From an optimization exercise on the open Yosys and OpenROAD flow, aimed at small area, a short achievable clock period and few clock cycles; shortcuts taken in it are not production practice. RTL that was checked went through simulation tests only; none was proved equivalent to the original. No activity file was given, so power comes from the tool's default toggle rates.

## old
// life_top
module life_top (
    input  logic                   clk,
    input  logic                   reset_n,
    input  logic                   preset_load,
    input  logic [2:0]             preset_sel,
    input  logic                   toggle,
    input  logic [6-1:0] cell_x,
    input  logic [5-1:0] cell_y,
    input  logic                   step,
    input  logic                   rd_en,
    input  logic [5-1:0] rd_row,
    output logic                   busy,
    output logic                   rd_valid,
    output logic [40-1:0]  rd_data
);
    life_engine u_life_engine (
        .clk         (clk),
        .reset_n     (reset_n),
        .preset_load (preset_load),
        .preset_sel  (preset_sel),
        .toggle      (toggle),
        .cell_x      (cell_x),
        .cell_y      (cell_y),
        .step        (step),
        .rd_en       (rd_en),
        .rd_row      (rd_row),
        .busy        (busy),
        .rd_valid    (rd_valid),
        .rd_data     (rd_data)
    );
endmodule
Settings: LEC_CHECK=0, CAP_MARGIN=20, CORE_MARGIN=2, CORE_UTILIZATION=40, SETUP_SLACK_MARGIN=4.2, SLEW_MARGIN=20; clock period 7.0 ns.
run.sh (not shown) runs the stock make flow with config.mk's settings and CLKGATE_MAP_FILE= SYNTH_SCRIPT=/design/flow/synth_recipe.tcl, a recipe that flattens the netlist after the stock synthesis.
Every stage of the flow completed for old, and the final layout passed the timing, design-rule and antenna checks.
What new does differently from old at the input level:
Settings: SETUP_SLACK_MARGIN now 3.5, was 4.2.
### Flow results
Going from old to new, required time of the critical path essentially unchanged, post-route core utilization moved down, wire length per cell after detailed routing decreased by 1.6 um relative to the old numbers, clock skew higher, total routed wirelength moved down.
Summary of new over old: setup slack shows an increase of 59 ps; total power decreased about 2.8%; hold slack now larger.
What old reported for total of fill cells in the finished design has to be multiplied by 1.06 to get the figure for new.
No run of this note included a check of the RTL's function; only the layout flow was run.

========
life_top, a different RTL version from the one above (not shown whole).
Size: roughly 7000 cells after synthesis, about 1400 flip-flops, ~67 I/O pins, ~68000 sq um of cells after synthesis.
clock: 7.0 ns
lec_check: 0
cap_margin: 20
core_margin: 2
core_utilization: 55
cts_cluster_diameter: 100
cts_cluster_size: 20
setup_slack_margin: 4.15
slew_margin: 20
Testbench counts at the start, summed over its fixed seeds: cycles 4,317.
Next try:
Settings changed: CORE_UTILIZATION 55 to 40, CTS_BUF_LIST from default to sky130_fd_sc_hd__clkbuf_4 sky130_fd_sc_hd__clkbuf_8, CTS_CLUSTER_DIAMETER 100 to default, CTS_CLUSTER_SIZE 20 to default, SETUP_SLACK_MARGIN 4.15 to 4.1.
- first-iteration DRC count decreases by 6.8%
- worst hold slack got worse by 0.040 ns
- count of clock-buffer cells in the layout grows by 269
- sequential cell count is unchanged
- setup slack is worse by 0.11 ns

========
## job 101
Another version of the RTL of life_top (not shown whole).
Size: ~6400 cells after synthesis, ~65000 um2 of cells after synthesis.
make LEC_CHECK=0 CAP_MARGIN=20 CORE_MARGIN=2 CORE_UTILIZATION=40 CTS_CLUSTER_DIAMETER=80 CTS_CLUSTER_SIZE=20 SETUP_SLACK_MARGIN=4.1 SLEW_MARGIN=20 finish   # period 7.0 ns
No stage failed in job 101, and the final checks on the layout all came back clean.
Testbench counts of job 101, summed over its fixed seeds: cycles 4,592.
Edits applied to the flow inputs when going from job 101 to job 102:
Settings: changing CTS_CLUSTER_DIAMETER from 80 to 100; changing SETUP_SLACK_MARGIN from 4.1 to 4.25; changing CORE_UTILIZATION from 40 to 65.
### Flow results
- The final layouts of job 101 and job 102 pass the timing, design-rule and antenna checks.
- Compared with job 101, number of vias per cell in job 102 increased by more than 10%.
- Taking job 102 over job 101, the number of clock buffers in the layout ratio works out to 0.892.
- The lower achievable clock frequency of job 101 and job 102 is in job 101.
- Die size: job 102 is under job 101
For job 103, these inputs were changed with respect to job 102:
Settings: setting CTS_BUF_LIST to sky130_fd_sc_hd__clkbuf_4 sky130_fd_sc_hd__clkbuf_8 for the first time; changing SETUP_SLACK_MARGIN from 4.25 to 4.1; removing CTS_CLUSTER_SIZE (formerly 20); removing CTS_CLUSTER_DIAMETER (formerly 100); changing CORE_UTILIZATION from 65 to 40.
## What came out
Of job 103 and job 102, the run reporting the higher number of filler instances in the final layout was job 103. Clock-buffer cell count: higher on job 103. Compared with job 102, iteration-0 DRC count of the detailed router in job 103 decreased by more than 10%. Diff job 102 -> job 103: delay of the slowest critical-path stage shows a reduction of 0.63 ns, routed via count neither gained nor lost much.
Changes in job 104 relative to job 103:
Settings: changing SETUP_SLACK_MARGIN from 4.1 to 4.25; setting CTS_CLUSTER_SIZE to 20 for the first time; setting CTS_CLUSTER_DIAMETER to 100 for the first time; removing CTS_BUF_LIST (formerly sky130_fd_sc_hd__clkbuf_4 sky130_fd_sc_hd__clkbuf_8).
## What came out
Taking job 103 as the reference point, the global-route wire length before repair of job 104 falls by about 0.7%. Peak supply drop: job 104 > job 103. On multi-input logic cell count, job 104 and job 103 are basically level. Job 103 → job 104: total number of vias dropped 296; number of clock buffers in the layout dropped 71%; post-synthesis to final-layout area growth dropped 1.7 points; wire length barely changed; clock share of power dropped 12 points. Job 104 vs job 103 — cell area after layout dropped slightly.

========
yarrow:
Another version of the RTL of life_top (not shown whole).
Size in the first run: ~5,900 cells after synthesis, roughly 67 I/O pins.
export LEC_CHECK = 0
export CAP_MARGIN = 20
export CORE_MARGIN = 2
export CORE_UTILIZATION = 40
export CTS_BUF_LIST = sky130_fd_sc_hd__clkbuf_4 sky130_fd_sc_hd__clkbuf_8
export SETUP_SLACK_MARGIN = 4.0
export SLEW_MARGIN = 20
create_clock -name core_clock -period 7.0 [get_ports {clk}]
Testbench counts of yarrow, summed over its fixed seeds: cycles 4,592.
The inputs of quartz differ from those of yarrow as listed below.
- SETUP_SLACK_MARGIN changed from 4.0 to 4.3
Notes after the runs:
quartz -> yarrow: placement row count delta 0, exact match
Relative to yarrow, source-to-sink clock delay at the later pin of the worst-skew pair has gone up in quartz.
Comparing quartz and yarrow, the lower maximum clock skew at final layout is on yarrow.
Comparing the two runs side by side, quartz comes out behind yarrow on power.
Clock-buffer cell count for quartz: 33 up relative to yarrow
From yarrow to quartz the numbers moved as follows: total wire length after detailed routing went up, minimum clock period after layout went up, DRC violation total after the first TritonRoute iteration went up, layout net count went up.
Looking at power group with the highest consumption, the sequential cells result is from yarrow; the the clock network one comes from quartz.
quartz — placed wire-length estimate after detailed placement 0.58% higher, yarrow as reference
Compared with yarrow, quartz shows a higher met1 routed wirelength after detailed routing.

========
life_top, a different RTL version from the one above (not shown whole).
For scale: roughly 6000 cells after synthesis, about 1400 flip-flops, roughly 67 I/O pins, ~66000 um2 of cells after synthesis.
Settings: LEC_CHECK=0, CAP_MARGIN=20, CORE_MARGIN=2, CORE_UTILIZATION=40, SETUP_SLACK_MARGIN=4.0, SLEW_MARGIN=20; clock period 7.0 ns.
Next try:
- CTS_BUF_LIST: not set -> sky130_fd_sc_hd__clkbuf_4 sky130_fd_sc_hd__clkbuf_8
The changed run completed with no timing, DRC or antenna violations.
Worst hold slack gets better by 0.015 ns.
Global-route usage came out higher by 0.11 points.
Die area stays the same.
Synthesized cell count is unchanged.
Core utilization came out lower by 0.22 points.
Total power came out lower by 1.8%.
Function was not checked in any run of this note: the RTL went through the layout flow alone.

========
The RTL this note starts from:
==> flow/design.v <==
`timescale 1ns/1ps
module preset_rom (
    input  logic [2:0]             preset,
    input  logic [5-1:0] row,
    output logic [40-1:0]  pattern
);
    always_comb begin
        pattern = '0;
        case (preset)
            3'd1: begin
                case (row)
                    5'd0:    pattern = (40'(7'b1) << (40 - (1) - (1)));
                    5'd1:    pattern = (40'(7'b11) << (40 - (2) - (2)));
                    5'd2:    pattern = (40'(7'b11) << (40 - (1) - (2)));
                    default: pattern = '0;
                endcase
            end
            3'd2: begin
                case (row)
                    5'd13, 5'd17:        pattern = (40'(7'b10101) << (40 - (17) - (5)));
                    5'd14, 5'd15, 5'd16: pattern = (40'(7'b10001) << (40 - (17) - (5)));
                    default:             pattern = '0;
                endcase
            end
            3'd3: begin
                case (row)
                    5'd13, 5'd14: pattern = (40'(7'b11011) << (40 - (17) - (5)));
                    5'd15:        pattern = (40'(7'b01010) << (40 - (17) - (5)));
                    5'd16, 5'd17: pattern = (40'(7'b1010101) << (40 - (16) - (7)));
                    5'd18:        pattern = (40'(7'b1100011) << (40 - (16) - (7)));
                    default:      pattern = '0;
                endcase
            end
            default: pattern = '0;    
        endcase
    end
endmodule
`timescale 1ns/1ps
module life_row_rule (
    input  logic [40-1:0] above,
    input  logic [40-1:0] middle,
    input  logic [40-1:0] below,
    output logic [40-1:0] next
);
    logic [40+1:0] l, h;
    assign l[0] = 1'b0; assign h[0] = 1'b0;
    assign l[40+1] = 1'b0; assign h[40+1] = 1'b0;
    for (genvar i = 0; i < 40; i++) begin : g_col
        assign {h[i+1], l[i+1]} = 2'(above[i]) + 2'(middle[i]) + 2'(below[i]);
    end
    for (genvar i = 0; i < 40; i++) begin : g_cell
        logic s1, c1, n0, c2, one;
        assign {c1, s1} = 2'(l[i]) + 2'(l[i+2]) + 2'(above[i]);
        assign n0  = s1 ^ below[i];
        assign c2  = s1 & below[i];
        assign one = ((h[i] ^ h[i+2]) & ~(c1 | c2)) | ((c1 ^ c2) & ~(h[i] | h[i+2]));
        assign next[i] = one & (n0 | middle[i]);
    end
endmodule
`timescale 1ns/1ps
module life_engine (
    input  logic                   clk,
    input  logic                   reset_n,
    input  logic                   preset_load,
    input  logic [2:0]             preset_sel,
    input  logic                   toggle,
    input  logic [6-1:0] cell_x,
    input  logic [5-1:0] cell_y,
    input  logic                   step,
    input  logic                   rd_en,
    input  logic [5-1:0] rd_row,
    output logic                   busy,
    output logic                   rd_valid,
    output logic [40-1:0]  rd_data
);
    localparam int C  = 40;
    localparam int R  = 30;
    localparam int K  = 6;       
    localparam int G  = R / K;                
    localparam int PW = (G > 8) ? 4 : (G > 4) ? 3 : (G > 2) ? 2 : 1;
    logic                   busy_q;
    logic                   op_pre, op_tgl, op_stp, op_rd;
    logic [PW-1:0]          cnt;               
    logic [G-1:0]           ptr;               
    logic [2:0]             sel_q;
    logic [6-1:0] x_q;
    logic [5-1:0] y_q;               
    logic                   accept;
    assign accept = !busy_q && (preset_load || toggle || step || rd_en);
    assign busy   = busy_q;
    always_ff @(posedge clk) begin
        if (!busy_q) begin
            sel_q <= preset_sel;
            x_q   <= cell_x;
            y_q   <= toggle ? cell_y : rd_row;
        end
    end
    logic [G-1:0] y_grp;
    logic [K-1:0] y_off;
    always_comb begin
        y_grp = '0;
        y_off = '0;
        for (int g = 0; g < G; g++)
            for (int j = 0; j < K; j++)
                if (y_q == 5'(g * K + j)) begin
                    y_grp[g] = 1'b1;
                    y_off[j] = 1'b1;
                end
    end
    logic [G-1:0] ptr_nx;
    assign ptr_nx = {ptr[G-2:0], ptr[G-1]};
    logic grp_last;       
    logic tgl_here;       
    assign grp_last = (cnt == PW'(G - 1));
    assign tgl_here = |(ptr & y_grp);
    always_ff @(posedge clk or negedge reset_n) begin
        if (!reset_n) begin
            busy_q   <= 1'b0;
            op_pre   <= 1'b0;
            op_tgl   <= 1'b0;
            op_stp   <= 1'b0;
            op_rd    <= 1'b0;
            cnt      <= '0;
            ptr      <= G'(1);
            rd_valid <= 1'b0;
        end else begin
            ptr      <= ptr_nx;
            rd_valid <= op_rd;
            if (accept) begin
                op_pre <= preset_load;
                op_tgl <= !preset_load && toggle;
                op_stp <= !preset_load && !toggle && step;
                op_rd  <= !preset_load && !toggle && !step && rd_en;
                cnt    <= '0;
                busy_q <= 1'b1;
            end else begin
                if (grp_last) begin
                    op_pre <= 1'b0;
                    op_stp <= 1'b0;
                end
                if (tgl_here) op_tgl <= 1'b0;
                op_rd  <= 1'b0;
                cnt    <= cnt + 1'b1;
                busy_q <= ((op_pre || op_stp) && (32'(cnt) + 2 < G)) ||
                          (op_tgl && !tgl_here && !(|(ptr_nx & y_grp)));
            end
        end
    end
    logic [R*C-1:0] grid;
    logic [C-1:0]   prev;      
    logic [C-1:0]   first;     
    logic [C-1:0] head [0:K-1];
    for (genvar j = 0; j < K; j++) begin : g_head
        assign head[j] = grid[j*C +: C];
    end
    logic [C-1:0] above, below;
    assign above = ptr[0] ? '0 : prev;
    assign below = ptr[G-1] ? '0 :
                   (op_stp && grp_last) ? first : grid[K*C +: C];
    logic [C-1:0] col_hit;
    assign col_hit = C'(1) << (C - 1 - 32'(x_q));
    logic [K*C-1:0] eng_out;
    logic [C-1:0]   pass_last;
    for (genvar j = 0; j < K; j++) begin : g_row
        logic [C-1:0] up, dn, nxt, pat, pass, keep;
        logic         row_hit;
        assign up = (j == 0)     ? above : head[(j == 0) ? 0 : j - 1];
        assign dn = (j == K - 1) ? below : head[(j == K - 1) ? 0 : j + 1];
        life_row_rule u_rule (
            .above  (up),
            .middle (head[j]),
            .below  (dn),
            .next   (nxt)
        );
        logic [C-1:0] pat_g [0:G-1];
        for (genvar g = 0; g < G; g++) begin : g_rom
            preset_rom u_rom (
                .preset  (sel_q),
                .row     (5'(g * K + j)),
                .pattern (pat_g[g])
            );
        end
        always_comb begin
            pat = '0;
            for (int g = 0; g < G; g++)
                pat = pat | (pat_g[g] & {C{ptr[g]}});
        end
        assign row_hit = op_tgl && tgl_here && y_off[j];
        assign pass    = head[j] ^ (row_hit ? col_hit : '0);
        assign keep = op_pre ? pat : pass;
        assign eng_out[j*C +: C] = op_stp ? nxt : keep;
        if (j == K - 1) begin : g_last
            assign pass_last = (op_stp && !grp_last) ? head[j] : eng_out[j*C +: C];
        end
    end
    always_ff @(posedge clk) begin
        grid[(G-1)*K*C +: K*C] <= eng_out;
        for (int p = 0; p < G - 1; p++)
            grid[p*K*C +: K*C] <= grid[(p+1)*K*C +: K*C];
        prev <= pass_last;
        if (op_stp && cnt == '0) first <= head[0];
    end
    logic [R-1:0] rd_sel;
    logic [C-1:0] rd_word;
    logic [G-1:0] rd_pos;      
    always_comb begin
        rd_pos = '0;
        for (int p = 0; p < G; p++)
            for (int v = 0; v < G; v++)
                if (ptr[v] && y_grp[(v + p) % G]) rd_pos[p] = 1'b1;
        for (int p = 0; p < G; p++)
            for (int j = 0; j < K; j++)
                rd_sel[p*K + j] = rd_pos[p] && y_off[j];
    end
    always_comb begin
        rd_word = '0;
        for (int q = 0; q < R; q++)
            rd_word = rd_word | (grid[q*C +: C] & {C{rd_sel[q]}});
    end
    always_ff @(posedge clk) begin
        rd_data <= rd_word;
    end
endmodule
`timescale 1ns/1ps
module life_top (
    input  logic                   clk,
    input  logic                   reset_n,
    input  logic                   preset_load,
    input  logic [2:0]             preset_sel,
    input  logic                   toggle,
    input  logic [6-1:0] cell_x,
    input  logic [5-1:0] cell_y,
    input  logic                   step,
    input  logic                   rd_en,
    input  logic [5-1:0] rd_row,
    output logic                   busy,
    output logic                   rd_valid,
    output logic [40-1:0]  rd_data
);
    life_engine u_life_engine (
        .clk         (clk),
        .reset_n     (reset_n),
        .preset_load (preset_load),
        .preset_sel  (preset_sel),
        .toggle      (toggle),
        .cell_x      (cell_x),
        .cell_y      (cell_y),
        .step        (step),
        .rd_en       (rd_en),
        .rd_row      (rd_row),
        .busy        (busy),
        .rd_valid    (rd_valid),
        .rd_data     (rd_data)
    );
endmodule
clock: 7.0 ns
lec_check: 0
cap_margin: 20
core_margin: 2
core_utilization: 40
slew_margin: 20
The baseline completed without violations.
Rerun with:
- ABC_CLOCK_PERIOD_IN_PS: unset -> 2500
Effect:
- sequential power is about the same
- via count stays the same
- setup slack does not change
- routed wire length stays the same
No run of this note included a check of the RTL's function; only the layout flow was run.

re-timing with driven ports:
How much do the figures lean on ideal ports? The routed layouts below were timed once more, with nothing changed but the port constraints.
Step 1 sets driving cells, clkbuf_16 on the clock port and buf_2 on the other inputs (assumed; they add their load-dependent delay and slew).
Step 2 moves the port delays by t, midway between the first and last clock arrival at a register: inputs arrive t later, outputs are due t later. That takes back most of the time a late clock gives input paths.
Slacks: no drivers / after step 1 / after step 2; pairs: no drivers / after step 1.
| run | t (ns) | setup WS [ns] | clock arrival spread, ns | worst slew at a driven data input, ns |
|---|---|---|---|---|
| old | 0.899 | 3.353 / 3.353 / 3.353 | 0.046 / 0.047 | 0.04 |
| new | 0.877 | 3.412 / 3.412 / 3.125 | 0.051 / 0.051 | 0.04 |
| the first run of note 2 | 0.782 | 4.174 / 4.090 / 3.541 | 0.044 / 0.044 | 0.05 |
| the second run of note 2 | 1.077 | 4.065 / 3.977 / 3.432 | 0.075 / 0.074 | 0.05 |
| job 101 | 0.799 | 4.081 / 4.069 / 3.651 | 0.044 / 0.044 | 0.06 |
| job 102 | 0.763 | 4.123 / 4.123 / 3.704 | 0.049 / 0.048 | 0.04 |
| job 103 | 1.063 | 4.079 / 3.997 / 3.648 | 0.051 / 0.051 | 0.06 |
| job 104 | 0.803 | 4.215 / 4.212 / 3.686 | 0.032 / 0.031 | 0.04 |
| yarrow | 1.020 | 3.724 / 3.724 / 3.501 | 0.063 / 0.063 | 0.05 |
| quartz | 1.038 | 3.665 / 3.665 / 3.229 | 0.076 / 0.076 | 0.05 |
| the first run of note 5 | 0.865 | 3.688 / 3.688 / 3.419 | 0.071 / 0.071 | 0.07 |
| the second run of note 5 | 1.040 | 3.684 / 3.684 / 3.220 | 0.082 / 0.082 | 0.07 |
| the first run of note 6 | 0.871 | 1.846 / 1.846 / 1.846 | 0.035 / 0.035 | 0.04 |
| the second run of note 6 | 0.871 | 1.846 / 1.846 / 1.846 | 0.035 / 0.035 | 0.04 |
After both steps setup and hold are still met in every run listed.
